This is an optimization exercise on Yosys and OpenROAD, whose aim is small area and few clock cycles per item, not a production implementation. In this exercise RTL edits were held to simulation tests only and were not proved equivalent to the original.

==> flow/design.v, too long to show whole: its modules and the start of the top module <==
// module fp_mult_pipe: 1152 lines
// module fp_mult_fa: 10 lines
// module fp_mult_ha: 9 lines
module fp_mult_pipe #(
  parameter int unsigned EXP_W = 8,
  parameter int unsigned MAN_W = 23,
  parameter int unsigned TAG_W = 4
) (
  input  logic                   clk,
  input  logic                   rstn,
  input  logic                   in_valid,
  output logic                   in_ready,
  input  logic [EXP_W+MAN_W:0]   a,
  input  logic [EXP_W+MAN_W:0]   b,
  input  logic [TAG_W-1:0]       in_tag,
  output logic                   out_valid,
  input  logic                   out_ready,
  output logic [EXP_W+MAN_W:0]   result,
  output logic [TAG_W-1:0]       out_tag,
  output logic [3:0]             flags
);
  // ...
==> flow/flow/run.sh <==
#!/bin/bash
# Standard ORFS layout, with plain buffers on the ports instead of the delay cell buffer_ports
# picks, and with the synthesis buffers removed at floorplan so repair_design rebuffers.
set -euo pipefail
bash standard.sh BUFFER_PORTS_ARGS="-buffer_cell sky130_fd_sc_hd__buf_2" REMOVE_ABC_BUFFERS=1 CTS_ARGS="-sink_clustering_enable -repair_clock_nets -buf_list sky130_fd_sc_hd__clkbuf_8 -dont_use_dummy_load" finish > make.log 2>&1
==> flow/standard.sh <==
#!/bin/bash
# synth_recipe.tcl (not shown) runs the flow's synth.tcl, then flattens the netlist and writes it again
# the make line also repeats each setting of config.mk as NAME=value (left out here)
make -C /OpenROAD-flow-scripts/flow DESIGN_CONFIG=/design/flow/config.mk WORK_HOME=/design/flow/orfs CLKGATE_MAP_FILE= SYNTH_SCRIPT=/design/flow/synth_recipe.tcl "${@:-finish}"
==> flow/config.mk <==
export PLATFORM = sky130hd
export DESIGN_NAME = fp_mult_pipe
export DESIGN_NICKNAME = fp_mult_pipe
export VERILOG_FILES = /design/flow/design.v
export SDC_FILE = /design/flow/constraint.sdc
export NUM_CORES = 4
export LEC_CHECK = 0
export ABC_AREA = 1
export CAP_MARGIN = 20
export CORE_MARGIN = 2
export CORE_UTILIZATION = 40
export CTS_BUF_LIST = sky130_fd_sc_hd__clkbuf_8
export GPL_TIMING_DRIVEN = 0
export SETUP_SLACK_MARGIN = 0.02
export SLEW_MARGIN = 20
export SYNTH_HIERARCHICAL = 1
export SYNTH_MINIMUM_KEEP_SIZE = 0
==> flow/constraint.sdc <==
create_clock -name core_clock -period 7.0 [get_ports {clk}]
set_input_delay 1.4000 -clock core_clock [delete_from_list [all_inputs] [get_ports {clk}]]
set_output_delay 1.4000 -clock core_clock [all_outputs]
set_load 0.01 [all_outputs]
==> impl_metrics.yaml, run 1 <==
clock_tree:
  path_clk_slew_ps: 80
  cts_setup_buffers: 1
  cts_made_buffers: 5
  cts.sinks: 46
  cts_tree: "built"
  htree_num_levels: 2
critical_path:
  worst-path-buf-inv: 4
  worstSetupStartpoint: "b[5]"
  worstPathArrival_ps: 6840
layout:
  top_regs: "r_p: 26 flops, r_esum: 9 flops, r_tag: 4 flops"
  clkbuf_count: 5
  multi_input_area_share: 0.7963
  multi_input_gates: 1521
worst_hold_path:
  whs_path_depth: 2
  hold_end: "r_v$_DFFE_PN0P_"
sta:
  fin_ws_ps: 212.5
  finalHoldViolCount: 0
  hold_ws_ps: 746.4
  timing.fmax_ghz: 0.1473
job:
  drv_cap: 0
grt:
  grt_usage: 0.2524
  met2_usage: 0.4200
  grtUsageMet1: 0.3315
routing:
  antenna_left: 0
  wl_met3_mm: 5.131
  drt-vias-per-instance: 5.922
yosys:
  synthArstFlopShare: 0.02174
  synth_cells: 1829
  yosys_warnings: 8
  synth-compound-area-share: 0.1575
  ys.flop_type: "edfxtp_1"
outcome:
  outcome: "finished clean"
floorplanning:
  fp.dieH_um: 201.8
  start_util: 0.4048
placed_design:
  placed_cell_area_um2: 16370
  hpwl_mm: 36.00
Testbench counts, summed over its fixed seeds: cycles 16,008, items 16,000.
==> run 2: changes to the inputs <==
==> flow/flow/run.sh (replaced) <==
#!/bin/bash
# Standard ORFS layout, with plain buffers on the ports instead of the delay cell buffer_ports
# picks, and with the synthesis buffers removed at floorplan so repair_design rebuffers.
set -euo pipefail
bash standard.sh BUFFER_PORTS_ARGS="-buffer_cell sky130_fd_sc_hd__buf_2" REMOVE_ABC_BUFFERS=1 CTS_ARGS="-sink_clustering_enable -repair_clock_nets -buf_list sky130_fd_sc_hd__clkbuf_8 -dont_use_dummy_load -sink_clustering_size 50 -sink_clustering_max_diameter 400" finish > make.log 2>&1
==> run 2 against run 1 <==
Against the previous run:
- still clean
- via count unchanged
- critical path depth unchanged
- die area is the same
- synthesized cell count is the same
- non-clock buffer count is the same
- count of clock-buffer cells in the layout unchanged
- sequential share of layout area stayed put
==> impl_metrics.yaml, run 2 <==
floorplanning:
  rows: 72
  die_w_um: 201.8
  core-area_um2: 38650
  fp.dieH_um: 201.8
  die-area_um2: 40710
  io_pins: 114
  start_util: 0.4048
placed_design:
  placed_cell_area_um2: 16370
  hpwl_mm: 36.00
  preCtsSetupSlack_ps: -1415
  portBuffers: 113
  place_congestion: 0.8847
grt:
  antenna_found_initial: 1
  grt_overflow_total: 0
  grt_usage: 0.2524
  grt_start_max_net_pins: 34
  grt_pass1_wl_mm: 81.29
  grt_pass1_vias: 14500
critical_path:
  worst_setup_path_end_kind: "flop"
  worstPathArrival_ps: 6840
  cp-start-kind: "input pin"
  cp_data_required_time_ps: 7050
  critPathMaxFanout: 28
  crit_type: "input pin to flop"
yosys:
  synth_edf_count: 45
  synthArstFlopShare: 0.02174
  yosysMostFrequentCell: "nand2_1"
  synth_top_area_frac: 0.3404
  ys_top_cells_by_count: "nand2_1 (275), xor2_1 (273), fa_1 (266)"
  yosys.area.top_type: "fa_1"
  synth_area_per_cell_um2: 8.554
  synth_area_leaders: "fa_1 (34%), xor2_1 (15%), o22ai_1 (11%)"
  yosys_warnings: 8
  synth-seq-area-share: 0.08797
  syn_area_um2: 15650
  ys_ff_latch: 46
  ys.flop_type: "edfxtp_1"
  synth_cells: 1829
  synth.distinct_cells: 52
layout:
  final_area_um2: 17140
  top_regs: "r_p: 26 flops, r_esum: 9 flops, r_tag: 4 flops"
  final_cell_mix: "xor2_1 (273), fa_1 (265), o22ai_1 (263)"
  drive_above_1_share: 0.1379
  ff_latch_area_um2: 1376
  largest_register_ffs: 26
  top_register: "r_p"
  fin_nets: 2241
  synthToLayoutAreaGrowth_pct: 9.581
  multi_input_area_um2: 13650
  layout_commonest_cell: "xor2_1"
  fillers: 3719
  fin_util: 0.4436
sta:
  period_needed_ps: 6788
  worst_clock_skew_ps: 15.74
  timing.fmax_ghz: 0.1473
  finalHoldViolCount: 0
  final-setup-viol-count: 0
  worst_pin_slew_ps: 1116
  slew_headroom: 0.2552
  fin_crit_sh: 0.9696
  slew_violations: 0
  fin_ws_ps: 212.5
routing:
  antenna_left: 0
  first_pass_iters: 5
  drc: 0
  drt-vias-per-instance: 5.922
  wl_mm: 52.38
  wl_per_cell_um: 22.19
  num_vias: 13980
  drt_iter0_markers: 1650
clock_tree:
  clock_latency_ps: 310
  path_clk_slew_ps: 80
  cts.sinks: 46
  cts_made_buffers: 5
  cts_max_path_buffers: 2
  clockRootBuffer: "clkbuf_8"
  cts_tree: "built"
  htree_num_levels: 2
job:
  drv_cap: 0
worst_hold_path:
  hold_path.class: "flop to flop"
outcome:
  outcome: "finished clean"
==> run 2: cell counts after synthesis <==
No cell type changed its count.
==> run 2: final timing paths <==
path | from | to | slack (ps) | cells after the start
hold / removal | r_v$_DFFE_PN0P_ | r_v$_DFFE_PN0P_ | 750 | 2
setup reg to reg | r_v$_DFFE_PN0P_ | r_p[7]$_DFFE_PP_ | 5720 | 2
min in group asynchronous | rstn | r_v$_DFFE_PN0P_ | 850 | 1
setup / recovery | b[5] | r_p[12]$_DFFE_PP_ | 210 | 23
max in group asynchronous | rstn | r_v$_DFFE_PN0P_ | 6070 | 1
hold reg to reg | r_v$_DFFE_PN0P_ | r_v$_DFFE_PN0P_ | 750 | 2
==> run 2: what timing repair did <==
action	CTS	global route
hold buffers	0	0
pin swaps	3	18
buffers inserted	1	15
endpoints found under the setup margin	56	50
resized for setup	76	55
cloned	1	3
==> run 2: layer usage <==
| layer | wire [µm] | part of all wire | global-route usage | up-vias |
|---|---|---|---|---|
| met5 | 0 | 0 | 0 | - |
| met4 | 1569 | 0.030 | 0.08351 | 0 |
| met3 | 5131 | 0.098 | 0.04805 | 137 |
| met2 | 24270 | 0.46 | 0.4200 | 840 |
| met1 | 21410 | 0.41 | 0.3315 | 6800 |
| li1 | - | - | - | 6204 |
==> run 2: cell families after synthesis <==
family / Yosys count / synth area share
buffers and inverters: 269 / 0.06710
and+or+nand+nor: 491 / 0.1390
AOI/OAI and AO/OA: 410 / 0.1575
xor gates and xnor gates: 287 / 0.1607
other: 1 / 0.0002397
DFF: 46 / 0.08797
adders and majority gates: 325 / 0.3876
==> run 2: per-stage QoR <==
step | TNS [ps] | instances | hold slack, ps
global route | -77.00 | 2361 | 828.1
global placement | -22430 | 2332 | 1175
floorplan | 0 | 1701 | 1104
detailed placement | -23850 | 2334 | 754.2
CTS | 0 | 2341 | 770.9
finish | 0 | 2361 | 746.4
==> run 2: area by class of cell <==
type,instances,share of cell area
clock buffer,5,0.004014
multi-input combinational,1521,0.7963
timing repair buffer,132,0.04883
inverter,136,0.03204
tap,518,0.03780
antenna,1,0.0001460
timing repair inverter,2,0.0005839
sequential,46,0.08028
==> run 2: worst max-delay path: stages <==
cell	delay [ps]
buf_8	260
inv_1	170
nand2_1	160
nand2_1	170
nand2_8	240
o22ai_1	110
xor2_1	190
fa_1	570
fa_1	450
fa_1	400
fa_1	490
fa_1	540
ha_1	160
inv_1	60
fa_1	420
o21ai_2	210
a21oi_2	120
o21ai_2	220
a21oi_1	130
o21ai_1	180
nand2_1	70
inv_1	50
nor2_1	30
==> run 2: modules after synthesis (local to each module, per instance) <==
module | cell area (µm²) | times used | flip-flops and latches | cells
fp_mult_fa | 20.02 | 262 | 0 | 1
fp_mult_ha | 12.51 | 18 | 0 | 1
fp_mult_pipe | 10170 | 1 | 46 | 1549
==> run 3: changes to the inputs <==
==> flow/flow/run.sh (replaced) <==
#!/bin/bash
# Standard ORFS layout, with plain buffers on the ports instead of the delay cell buffer_ports
# picks, and with the synthesis buffers removed at floorplan so repair_design rebuffers.
set -euo pipefail
bash standard.sh REMOVE_ABC_BUFFERS=1 CTS_ARGS="-sink_clustering_enable -repair_clock_nets -buf_list sky130_fd_sc_hd__clkbuf_8 -dont_use_dummy_load" DONT_BUFFER_PORTS=1 PRE_GLOBAL_PLACE_TCL=$PWD/flow/ports.tcl finish > make.log 2>&1
==> flow/flow/ports.tcl (new file) <==
# Buffer every port, as the standard flow does: inputs with buf_2, outputs with buf_1
# (the outputs drive only the fixed output load).
buffer_ports -inputs -buffer_cell sky130_fd_sc_hd__buf_2
buffer_ports -outputs -buffer_cell sky130_fd_sc_hd__buf_1
==> run 3 against run 2 <==
Against the previous run:
- still clean on timing, DRC and antenna
- hold slack gained 12 ps
- clock skew about the same
- synthesized cell count unchanged
- utilization rose by 0.30 points
- cell count about the same
- critical path type unchanged
- largest cell class unchanged
- highest routed layer unchanged
==> impl_metrics.yaml, run 3 <==
routing:
  first_pass_iters: 6
  drt_iter0_markers: 1449
  drc: 0
  num_vias: 14110
  drt-vias-per-instance: 5.979
  antenna_left: 0
  wl_per_cell_um: 22.25
  wl_mm: 52.52
layout:
  drive_above_1_share: 0.1270
  synthToLayoutAreaGrowth_pct: 10.32
  fillers: 3843
  n_antenna_cell: 0
  final_area_um2: 17260
  top_regs: "r_p: 26 flops, r_esum: 9 flops, r_tag: 4 flops"
  final_cell_mix: "xor2_1 (272), fa_1 (265), o22ai_1 (261)"
  layout_commonest_cell: "xor2_1"
  top_register: "r_p"
  largest_register_ffs: 26
  fin_cells: 2360
  fin_util: 0.4466
  fin_nets: 2241
critical_path:
  crit_type: "input pin to flop"
  critPathMaxFanout: 30
  worst-path-buf-inv: 1
  cp_data_required_time_ps: 7060
  rrSetupSlack_ps: 5700
  critPathMaxStageDelay_ps: 600
  worst_setup_path_end_kind: "flop"
  cp-start-kind: "input pin"
  cp_common_cell: "fa_1"
  worstPathArrival_ps: 6840
  critPathSlowestCell: "fa_1"
  crit_family: "adder cells"
  crit_path_cell_trace: "clkbuf_8 -> or2_2 -> nand2_2 -> nand2_8 -> o22ai_1 -> xor2_1 -> fa_1 -> fa_1 -> fa_1 -> fa_1 -> fa_1 -> ha_2 -> a21oi_1 -> o21ai_0 -> a21oi_1 -> o21ai_2 -> a21oi_1 -> nor2_1 -> nand2_1 -> nand2_1 -> nand2_1 -> nand2_1"
sta:
  worst_clock_skew_ps: 15.96
  timing.fmax_ghz: 0.1474
  slew_violations: 0
  worst_pin_slew_ps: 1147
  hold_ws_ps: 758.8
  setup_tns_ps: 0
  finalHoldViolCount: 0
  final-setup-viol-count: 0
  slew_headroom: 0.2344
  fin_ws_ps: 216.3
  period_needed_ps: 6784
  fin_crit_sh: 0.9691
clock_tree:
  cts_made_buffers: 5
  cts.sinks: 46
  clockRootBuffer: "clkbuf_8"
  path_clk_slew_ps: 80
  cts_max_path_buffers: 2
  cts_tree: "built"
  htree_num_levels: 2
  clock_latency_ps: 300
placed_design:
  preCtsSetupSlack_ps: -1413
  portBuffers: 113
  hpwl_mm: 35.68
  place_congestion: 0.8864
  numPlacedInstances: 2333
  placed_cell_area_um2: 16310
yosys:
  synth_cells: 1829
  synth_area_leaders: "fa_1 (34%), xor2_1 (15%), o22ai_1 (11%)"
  yosys_warnings: 8
  synth_area_per_cell_um2: 8.554
  ys.flop_type: "edfxtp_1"
  yosys.area.top_type: "fa_1"
  syn_area_um2: 15650
  synth-seq-area-share: 0.08797
  synth_edf_count: 45
  ys_ff_latch: 46
  yosysMostFrequentCell: "nand2_1"
  synthArstFlopShare: 0.02174
  ys_top_cells_by_count: "nand2_1 (275), xor2_1 (273), fa_1 (266)"
  synth.distinct_cells: 52
  synth_top_area_frac: 0.3404
worst_hold_path:
  hold_path.class: "flop to flop"
floorplanning:
  core-area_um2: 38650
  fp.dieH_um: 201.8
  die-area_um2: 40710
  rows: 72
  die_w_um: 201.8
  start_util: 0.4048
  io_pins: 114
outcome:
  outcome: "finished clean"
grt:
  antenna_found_initial: 0
  grt_start_max_net_pins: 34
  grt_pass1_vias: 14350
  grt_usage: 0.2514
  grt_overflow_total: 0
  grt_pass1_wl_mm: 80.69
job:
  drv_cap: 0
## run 3: kinds of logic after synthesis
kind of cell,synth area share
AND/OR/NAND/NOR,0.1390
AO/OA/AOI/OAI,0.1575
adder cells (fa/ha/maj),0.3876
XOR/XNOR,0.1607
buffers and inverters,0.06710
flip-flops,0.08797
other,0.0002397
## run 3: worst paths after layout
kind | startpoint | end | cells past startpoint
setup / recovery | b[11] | r_p[23]$_DFFE_PP_ | 22
hold reg to reg | r_v$_DFFE_PN0P_ | r_v$_DFFE_PN0P_ | 2
hold / removal | r_v$_DFFE_PN0P_ | r_v$_DFFE_PN0P_ | 2
min in group asynchronous | rstn | r_v$_DFFE_PN0P_ | 1
setup reg to reg | r_v$_DFFE_PN0P_ | r_esum[5]$_DFFE_PP_ | 2
max in group asynchronous | rstn | r_v$_DFFE_PN0P_ | 1
## run 3: repair_timing
item                       CTS  global route
hold buffers                 0             0
setup buffers                1            14
setup endpoints to repair   56            51
resized for setup           72           101
cloned                       0             6
pin swaps                    1            16
## run 3: worst reg2reg max path, stage by stage, from the launching register on
cell     delay, ps
dfrtp_1        400
nand2_2        300
buf_12         260
## run 3: metal layers
metal	vias up	global-route usage	share of wire
li1	6215	-	-
met1	6932	0.3307	0.41
met2	838	0.4155	0.47
met3	126	0.05547	0.10
met4	0	0.07537	0.027
met5	-	0	0
## run 3: cell type report
type                    instances  area (µm²)  area share
repair buffers                130       804.5     0.04661
inverters                     136       560.5     0.03248
repair inverters                3       15.01   0.0008699
flip-flops and latches         46        1376     0.07974
multi-input cells            1522       13790      0.7987
well taps                     518       648.1     0.03755
clock buffers                   5       68.82    0.003987
## run 3: per-module statistics from Yosys, one instance, submodules excluded
module,cells inside,cell area (µm²),flops+latches,copies in the design
fp_mult_pipe,1549,10170,46,1
fp_mult_fa,1,20.02,0,262
fp_mult_ha,1,12.51,0,18
==> run 4: changes to the inputs <==
==> flow/flow/run.sh (replaced) <==
#!/bin/bash
# Standard ORFS layout (the standard.sh) with three changes:
# - plain buf_2 buffers on the ports instead of the delay cell buffer_ports picks by itself;
# - the synthesis buffers are removed at floorplan, so repair_design rebuffers from scratch;
# - CTS with clkbuf_8 and without dummy loads.
# Each ORFS step writes its full log under orfs/logs/; make's own output goes to make.log.
set -euo pipefail
bash standard.sh BUFFER_PORTS_ARGS="-buffer_cell sky130_fd_sc_hd__buf_2" REMOVE_ABC_BUFFERS=1 \
  CTS_ARGS="-sink_clustering_enable -repair_clock_nets -buf_list sky130_fd_sc_hd__clkbuf_8 -dont_use_dummy_load" \
  finish > make.log 2>&1
removed: flow/flow/ports.tcl
==> run 4 against run 3 <==
Against the previous run:
- still clean on timing, DRC and antenna
- highest routed layer unchanged
- utilization down 0.30 points
- cell area down 0.67%
- clock skew is essentially flat
- synthesized area unchanged
- synthesized cell count did not move
- register-to-register slack improved by 20 ps
- critical path depth is 1 higher
- via count is 0.92% lower
==> impl_metrics.yaml, run 4 <==
routing:
  wl_met3_mm: 5.131
  drc: 0
  antenna_left: 0
  num_vias: 13980
  wl_met2_mm: 24.27
  first_pass_iters: 5
  wl_mm: 52.38
  met1Wirelength_mm: 21.41
  wl_per_cell_um: 22.19
  drt-vias-per-instance: 5.922
  topRoutingLayerUsed: "met4"
  drt_iter0_markers: 1650
layout:
  synthToLayoutAreaGrowth_pct: 9.581
  fin_nets: 2241
  fin_util: 0.4436
  top_regs: "r_p: 26 flops, r_esum: 9 flops, r_tag: 4 flops"
  largest_register_ffs: 26
  layout_commonest_cell: "xor2_1"
  top_register: "r_p"
  drive_above_1_share: 0.1379
  final_cell_mix: "xor2_1 (273), fa_1 (265), o22ai_1 (263)"
yosys:
  synth_cells: 1829
  yosys.area.top_type: "fa_1"
  synth_edf_count: 45
  synth.distinct_cells: 52
  synth_area_per_cell_um2: 8.554
  ys_ff_latch: 46
  yosys_warnings: 8
  synthArstFlopShare: 0.02174
  syn_area_um2: 15650
  ys_top_cells_by_count: "nand2_1 (275), xor2_1 (273), fa_1 (266)"
  synth_area_leaders: "fa_1 (34%), xor2_1 (15%), o22ai_1 (11%)"
  ys.flop_type: "edfxtp_1"
  synth_top_area_frac: 0.3404
  yosysMostFrequentCell: "nand2_1"
  synth-seq-area-share: 0.08797
critical_path:
  cp_data_required_time_ps: 7050
  reg2reg_depth: 2
  worst_setup_path_end_kind: "flop"
  critPathMaxStageDelay_ps: 570
  critPathMaxFanout: 28
  worstPathArrival_ps: 6840
  cp_common_cell: "fa_1"
  cp-start-kind: "input pin"
  crit_family: "adder cells"
  crit_type: "input pin to flop"
  crit_path_cell_trace: "buf_8 -> inv_1 -> nand2_1 -> nand2_1 -> nand2_8 -> o22ai_1 -> xor2_1 -> fa_1 -> fa_1 -> fa_1 -> fa_1 -> fa_1 -> ha_1 -> inv_1 -> fa_1 -> o21ai_2 -> a21oi_2 -> o21ai_2 -> a21oi_1 -> o21ai_1 -> nand2_1 -> inv_1 -> nor2_1"
  critPathSlowestCell: "fa_1"
  cp.depth: 23
  worst-path-buf-inv: 4
sta:
  final-setup-viol-count: 0
  hold_ws_ps: 746.4
  worst_clock_skew_ps: 15.74
  fin_crit_sh: 0.9696
  worst_pin_slew_ps: 1116
  timing.fmax_ghz: 0.1473
  finalHoldViolCount: 0
  period_needed_ps: 6788
  setup_tns_ps: 0
  slew_violations: 0
  slew_headroom: 0.2552
grt:
  grt_pass1_wl_mm: 81.29
  grt_usage: 0.2524
  grt_overflow_total: 0
  antenna_found_initial: 1
  grt_start_max_net_pins: 34
  grt_pass1_vias: 14500
floorplanning:
  fp.dieH_um: 201.8
  io_pins: 114
  rows: 72
  die_w_um: 201.8
  die-area_um2: 40710
  core-area_um2: 38650
  start_util: 0.4048
worst_hold_path:
  hold_path.class: "flop to flop"
  whs_path_depth: 2
clock_tree:
  cts.sinks: 46
  path_clk_slew_ps: 80
  cts_tree: "built"
  cts_max_path_buffers: 2
  htree_num_levels: 2
  clock_latency_ps: 310
  cts_made_buffers: 5
  clockRootBuffer: "clkbuf_8"
job:
  drv_cap: 0
outcome:
  outcome: "finished clean"
placed_design:
  portBuffers: 113
  place_congestion: 0.8847
  hpwl_mm: 36.00
run 4: cell counts after synthesis:
No cell type changed its count.
run 4: through the flow:
stage	cell area, µm²	setup WS (ps)	std cells
finish	17140	212.5	2361
global route	17140	-28.77	2361
CTS	16720	15.21	2341
detailed placement	16370	-1415	2334
global placement	16340	-1393	2332
floorplan	15120	242.9	1701
run 4: layer usage:
layer  global-route usage  vias to the layer above
met4              0.08351                        0
li1                     -                     6204
met3              0.04805                      137
met1               0.3315                     6800
met2               0.4200                      840
met5                    0                        -
run 4: final timing paths:
check / end / from / slack [ps]
min in group asynchronous: r_v$_DFFE_PN0P_ / rstn / 850
min: r_v$_DFFE_PN0P_ / r_v$_DFFE_PN0P_ / 750
max reg2reg: r_p[7]$_DFFE_PP_ / r_v$_DFFE_PN0P_ / 5720
min reg2reg: r_v$_DFFE_PN0P_ / r_v$_DFFE_PN0P_ / 750
max: r_p[12]$_DFFE_PP_ / b[5] / 210
max in group asynchronous: r_v$_DFFE_PN0P_ / rstn / 6070
run 4: repair_timing:
action | 4_1_cts | 5_1_grt
pin swaps | 3 | 18
setup endpoints to repair | 56 | 50
hold buffers | 0 | 0
cloned | 1 | 3
resized for setup | 76 | 55
buffers inserted | 1 | 15
run 4: worst reg2reg max path, cell delays in order, from the launching register on:
cell	delay, ps
dfrtp_1	390
nand2_2	290
buf_12	260
run 4: modules after synthesis, one instance, submodules excluded:
module,cell area [µm²],times used,flops+latches
fp_mult_fa,20.02,262,0
fp_mult_pipe,10170,1,46
fp_mult_ha,12.51,18,0
run 4: kinds of logic (layout without fill, tap and decap cells):
family | count (synthesis) | in the layout | share of synthesized area
other | 1 | 7 | 0.0002397
AO/OA/AOI/OAI | 410 | 410 | 0.1575
flip-flops | 46 | 46 | 0.08797
AND/OR/NAND/NOR | 491 | 493 | 0.1390
XOR/XNOR | 287 | 287 | 0.1607
buffers and inverters | 269 | 275 | 0.06710
adder cells (fa/ha/maj) | 325 | 325 | 0.3876
run 4: final cells by class:
cell class              count  area (µm²)
flip-flops and latches     46        1376
multi-input cells        1521       13650
clock buffers               5       68.82
repair inverters            2       10.01
well taps                 518       648.1
fillers                  3719       21500
repair buffers            132       837.1
diodes                      1       2.502
inverters                 136       549.3
==> run 5: changes to the inputs <==
--- a/flow/config.mk
+++ b/flow/config.mk
@@ -13,3 +13,3 @@
 export GPL_TIMING_DRIVEN = 0
-export SETUP_SLACK_MARGIN = 0.02
+export SETUP_SLACK_MARGIN = -0.1
 export SLEW_MARGIN = 20
==> run 5 against run 4 <==
Against the previous run:
- synthesized area unchanged
- wire length fell by 0.93%
- setup slack got worse by 93 ps
- global-route usage fell by 0.10 points
- sequential share of layout area is 0.075 points higher
- clock skew rose by 1.5 ps
- register-to-register slack hardly changed
- critical path depth stayed put
- die area did not move
- non-clock buffer count down 6
==> impl_metrics.yaml, run 5 <==
worst_hold_path:
  holdCritStartpoint: "r_v$_DFFE_PN0P_"
  hold_path.class: "flop to flop"
  whs_path_depth: 2
  hold_end: "r_v$_DFFE_PN0P_"
yosys:
  synth_mux_area_frac: 0
  yosys.area_share.simple: 0.1390
  synth.distinct_cells: 52
  synth_area_leaders: "fa_1 (34%), xor2_1 (15%), o22ai_1 (11%)"
  synth_adder_area_share: 0.3876
  synth_top_family_by_area: "adder cells"
  yosys_warnings: 8
  ys_top_cells_by_count: "nand2_1 (275), xor2_1 (273), fa_1 (266)"
  synth_cells: 1829
  syn_area_um2: 15650
  ys.flop_type: "edfxtp_1"
  synth_area_per_cell_um2: 8.554
  synth_top_area_frac: 0.3404
  synth-seq-area-share: 0.08797
  synth_xor_area_frac: 0.1607
  synthArstFlopShare: 0.02174
  synth-compound-area-share: 0.1575
  ys_ff_latch: 46
  yosysMostFrequentCell: "nand2_1"
  synth_edf_count: 45
  yosys.area.top_type: "fa_1"
critical_path:
  reg2reg_depth: 2
  critPathMaxFanout: 28
  worstPathArrival_ps: 6940
  cp_data_required_time_ps: 7060
  rrSetupSlack_ps: 5720
  cp-start-kind: "input pin"
  worstReg2RegEnd: "r_p[7]$_DFFE_PP_"
  worst_setup_path_end_kind: "flop"
  reg2reg_from: "r_v$_DFFE_PN0P_"
  crit_type: "input pin to flop"
sta:
  worst_clock_skew_ps: 17.19
  period_needed_ps: 6880
  slew_headroom: 0.2200
  worst_pin_slew_ps: 1169
  finalHoldViolCount: 0
  slew_violations: 0
  hold_ws_ps: 752.5
  fin_crit_sh: 0.9829
  rsz0062_at_grt: "true"
  timing.fmax_ghz: 0.1453
  final-setup-viol-count: 0
  setup_tns_ps: 0
floorplanning:
  die_w_um: 201.8
  start_util: 0.4048
  rows: 72
  fp.dieH_um: 201.8
  core-area_um2: 38650
  die-area_um2: 40710
  io_pins: 114
clock_tree:
  cts.sinks: 46
  path_clk_slew_ps: 90
  cts_tree: "built"
  cts_made_buffers: 5
  htree_num_levels: 2
  cts_max_path_buffers: 2
  clock_latency_ps: 310
  clockRootBuffer: "clkbuf_8"
layout:
  ff_latch_area_um2: 1376
  top_register: "r_p"
  top_regs: "r_p: 26 flops, r_esum: 9 flops, r_tag: 4 flops"
  multi_input_area_um2: 13570
  synthToLayoutAreaGrowth_pct: 8.565
  fillers: 3744
  fin_nets: 2232
  drive_above_1_share: 0.1288
  layout_commonest_cell: "xor2_1"
  largest_register_ffs: 26
  final_cell_mix: "xor2_1 (273), fa_1 (265), o22ai_1 (263)"
outcome:
  outcome: "finished clean"
grt:
  antenna_found_initial: 1
  grt_overflow_total: 0
  grt_start_max_net_pins: 34
  grt_pass1_wl_mm: 80.96
  grt_usage: 0.2514
  grt_pass1_vias: 14410
routing:
  wl_mm: 51.90
  wl_per_cell_um: 22.06
  antenna_left: 0
  drt-vias-per-instance: 5.981
  drc: 0
  drt_iter0_markers: 1540
  first_pass_iters: 7
  num_vias: 14070
placed_design:
  hpwl_mm: 36.00
  portBuffers: 113
  place_congestion: 0.8847
job:
  drv_cap: 0
[run 5: metrics by stage]
step	utilization	area [µm²]	setup WS, ps	instances
after floorplan	-	15120	242.9	1701
after global placement	0.4228	16340	-1393	2332
after detailed placement	0.4236	16370	-1415	2334
after CTS	0.4305	16640	-46.93	2339
after global routing	0.4395	16990	-216.9	2352
final	0.4395	16990	119.6	2352
[run 5: timing repair]
item | 4_1_cts | 5_1_grt
setup buffers | 0 | 10
resized for setup | 63 | 48
pin swaps | 0 | 17
gates cloned | 0 | 1
endpoints found under the hold margin | 0 | 0
setup endpoints to repair | 53 | 45
hold buffers | 0 | 0
[run 5: critical path: stages]
cell and delay [ps]:
buf_6 290, inv_1 260, nand2_1 190, nand2_1 170
nand2_8 240, o22ai_1 130, xor2_1 230, fa_1 470
fa_1 500, fa_1 400, fa_1 490, fa_1 540
ha_1 160, inv_1 60, fa_1 420, o21ai_2 210
a21oi_2 120, o21ai_2 160, a21oi_1 100, o21ai_0 220
nand2_1 70, inv_1 50, nor2_1 30
[run 5: final cells by class]
type	count	area share
tap	518	0.03816
clock buffer	5	0.004052
antenna	1	0.0001473
multi-input combinational	1520	0.7991
timing repair buffer	126	0.04589
sequential	46	0.08103
inverter	136	0.03160
[run 5: layer usage]
| layer | wire length (µm) | GRT usage |
|---|---|---|
| met1 | 21140 | 0.3307 |
| met2 | 24210 | 0.4175 |
| met3 | 4917 | 0.04837 |
| met4 | 1636 | 0.08220 |
| met5 | 0 | 0 |
[run 5: per-module statistics from Yosys (local to each module, per instance)]
module | cells inside | area (µm²)
fp_mult_pipe | 1549 | 10170
fp_mult_ha | 1 | 12.51
fp_mult_fa | 1 | 20.02
[run 5: kinds of logic after synthesis]
family,Yosys count
simple gates,491
xor+xnor,287
buf+inv,269
flops,46
fa+ha+maj,325
other cells,1
compound gates,410
[run 5: worst max path at each step]
stage	from	end	slack (ps)	cells past startpoint
6_report	b[3]	r_p[12]$_DFFE_PP_	120	23
5_1_grt	r_p[15]$_DFFE_PP_	result[19]	-220	32
4_1_cts	b[9]	r_p[23]$_DFFE_PP_	-50	21
3_5_place_dp	b[3]	r_p[23]$_DFFE_PP_	-1420	22
3_3_place_gp	b[7]	r_p[23]$_DFFE_PP_	-1390	21
2_1_floorplan	b[0]	r_p[12]$_DFFE_PP_	240	20
==> run 6: changes to the inputs <==
--- a/flow/config.mk
+++ b/flow/config.mk
@@ -13,3 +13,3 @@
 export GPL_TIMING_DRIVEN = 0
-export SETUP_SLACK_MARGIN = -0.1
+export SETUP_SLACK_MARGIN = -0.05
 export SLEW_MARGIN = 20
==> run 6 against run 5 <==
Against the previous run:
- synthesized cell count stayed put
- hold slack worse by 2.3 ps
- via count shrank 0.43%
- maximum frequency rose by 0.90%
==> impl_metrics.yaml, run 6 <==
layout:
  fin_nets: 2239
  fin_util: 0.4414
  final_cell_mix: "xor2_1 (273), fa_1 (265), o22ai_1 (263)"
  layout_commonest_cell: "xor2_1"
  synthToLayoutAreaGrowth_pct: 9.045
  drive_above_1_share: 0.1342
  top_register: "r_p"
  top_regs: "r_p: 26 flops, r_esum: 9 flops, r_tag: 4 flops"
  largest_register_ffs: 26
yosys:
  yosys_warnings: 8
  synthArstFlopShare: 0.02174
  yosysMostFrequentCell: "nand2_1"
  synth_cells: 1829
  yosys.area.top_type: "fa_1"
  synth_top_area_frac: 0.3404
  synth-seq-area-share: 0.08797
  ys_top_cells_by_count: "nand2_1 (275), xor2_1 (273), fa_1 (266)"
  ys_ff_latch: 46
  synth_area_per_cell_um2: 8.554
  ys.flop_type: "edfxtp_1"
  synth.distinct_cells: 52
  syn_area_um2: 15650
  synth_edf_count: 45
  synth_area_leaders: "fa_1 (34%), xor2_1 (15%), o22ai_1 (11%)"
grt:
  grt_usage: 0.2514
  grt_overflow_total: 0
  grt_start_max_net_pins: 34
  grt_pass1_wl_mm: 80.96
  grt_pass1_vias: 14410
  antenna_found_initial: 1
clock_tree:
  clockRootBuffer: "clkbuf_8"
  cts_max_path_buffers: 2
  htree_num_levels: 2
  cts_made_buffers: 5
  cts_tree: "built"
  clock_latency_ps: 310
  cts.sinks: 46
  path_clk_slew_ps: 80
sta:
  timing.fmax_ghz: 0.1467
  period_needed_ps: 6819
  fin_crit_sh: 0.9741
  worst_clock_skew_ps: 15.54
  finalHoldViolCount: 0
  hold_ws_ps: 750.2
  slew_violations: 0
  slew_headroom: 0.2234
  final-setup-viol-count: 0
  fin_ws_ps: 181.2
  worst_pin_slew_ps: 1164
critical_path:
  cp-start-kind: "input pin"
  crit_type: "input pin to flop"
  critPathMaxFanout: 30
  rrSetupSlack_ps: 5720
  worstPathArrival_ps: 6880
  cp_data_required_time_ps: 7060
  worst_setup_path_end_kind: "flop"
outcome:
  outcome: "finished clean"
floorplanning:
  die-area_um2: 40710
  rows: 72
  io_pins: 114
  start_util: 0.4048
  fp.dieH_um: 201.8
  core-area_um2: 38650
  die_w_um: 201.8
routing:
  drc: 0
  drt_iter0_markers: 1495
  wl_per_cell_um: 22.02
  first_pass_iters: 5
  wl_mm: 51.95
  wl_met2_mm: 24.20
  drt-vias-per-instance: 5.938
  antenna_left: 0
  num_vias: 14010
  met1Wirelength_mm: 21.25
  topRoutingLayerUsed: "met4"
  wl_met3_mm: 4.843
placed_design:
  hpwl_mm: 36.00
  portBuffers: 113
  preCtsSetupSlack_ps: -1415
  place_congestion: 0.8847
worst_hold_path:
  hold_path.class: "flop to flop"
job:
  drv_cap: 0
==> run 6: cell families after synthesis <==
logic type	synth area share
AOI/OAI and AO/OA	0.1575
xor gates and xnor gates	0.1607
adders and majority gates	0.3876
buffers and inverters	0.06710
DFF	0.08797
other	0.0002397
and+or+nand+nor	0.1390
==> run 6: final timing paths <==
kind                                  from           endpoint  cells after the start
setup / recovery                      b[1]  r_p[12]$_DFFE_PP_                     23
hold / removal             r_v$_DFFE_PN0P_    r_v$_DFFE_PN0P_                      2
setup reg to reg           r_v$_DFFE_PN0P_   r_p[7]$_DFFE_PP_                      2
hold reg to reg            r_v$_DFFE_PN0P_    r_v$_DFFE_PN0P_                      2
max in group asynchronous             rstn    r_v$_DFFE_PN0P_                      1
min in group asynchronous             rstn    r_v$_DFFE_PN0P_                      1
==> run 6: metal layers <==
metal,global-route usage,vias to the layer above
met5,0,-
met4,0.08220,0
met3,0.04837,140
met2,0.4175,768
met1,0.3307,6903
li1,-,6197
==> run 6: per-module statistics from Yosys (local to each module, per instance) <==
module	area (µm²)	flip-flops and latches	cells	times used
fp_mult_ha	12.51	0	1	18
fp_mult_fa	20.02	0	1	262
fp_mult_pipe	10170	46	1549	1
==> run 6: cell type report <==
class	count	area [µm²]
Fill cell	3734	21590
Multi-Input combinational cell	1520	13590
Sequential cell	46	1376
Timing Repair Buffer	133	835.8
Tap cell	518	648.1
Inverter	136	540.5
Clock buffer	5	68.82
Antenna cell	1	2.502
==> run 6: per-stage QoR <==
stage               area, µm²  setup TNS (ps)  cells
finish                  17060               0   2359
global route            17060           -1015   2359
CTS                     16640          -187.7   2339
detailed placement      16370          -23850   2334
global placement        16340          -22430   2332
floorplan               15120               0   1701
==> run 6: what timing repair did <==
item,4_1_cts,5_1_grt
gates cloned,0,1
buffers inserted,0,17
endpoints found under the setup margin,55,48
pin swaps,0,17
hold buffers,0,0
resized for setup,63,54
==> run 6: critical path, cell delays in order <==
cell and delay, ps:
buf_6 300, inv_2 130, nand2_1 180, nand2_1 150, nand2_4 280, o22ai_1 140
xor2_1 220, fa_1 450, fa_1 500, fa_1 520, fa_1 470, fa_1 490
ha_1 160, inv_1 60, fa_1 420, o21ai_2 200, a21oi_2 120, o21ai_2 160
a21oi_1 100, o21ai_0 220, nand2_1 70, inv_1 50, nor2_1 30

[what the ideal ports hide]
Ports are ideal in the flow. The routed layouts listed here were re-timed in OpenROAD.
Step 1 sets driving cells, clkbuf_16 on the clock port and buf_2 on the other inputs (assumed; they add their load-dependent delay and slew).
Step 2 adds t to the input delays and takes it off the output delays; t is the mean of the earliest and latest rising clock arrival at the registers after step 1. Input paths then give back, and output paths get back, about the clock's delay inside the block.
Slacks: ideal / step 1 / step 2; pairs: ideal / step 1.
run	t, ns	setup slack, ns	hold WS [ns]
run 1	0.333	0.212 / 0.175 / -0.158	0.746 / 0.746 / 0.746
run 2	0.333	0.212 / 0.175 / -0.158	0.746 / 0.746 / 0.746
run 3	0.330	0.216 / 0.215 / -0.115	0.759 / 0.759 / 0.759
run 4	0.333	0.212 / 0.175 / -0.158	0.746 / 0.746 / 0.746
run 5	0.336	0.120 / 0.090 / -0.246	0.753 / 0.753 / 0.753
run 6	0.336	0.181 / 0.156 / -0.180	0.750 / 0.750 / 0.750
Met with ideal ports but missed after step 2: setup timing in every run listed.
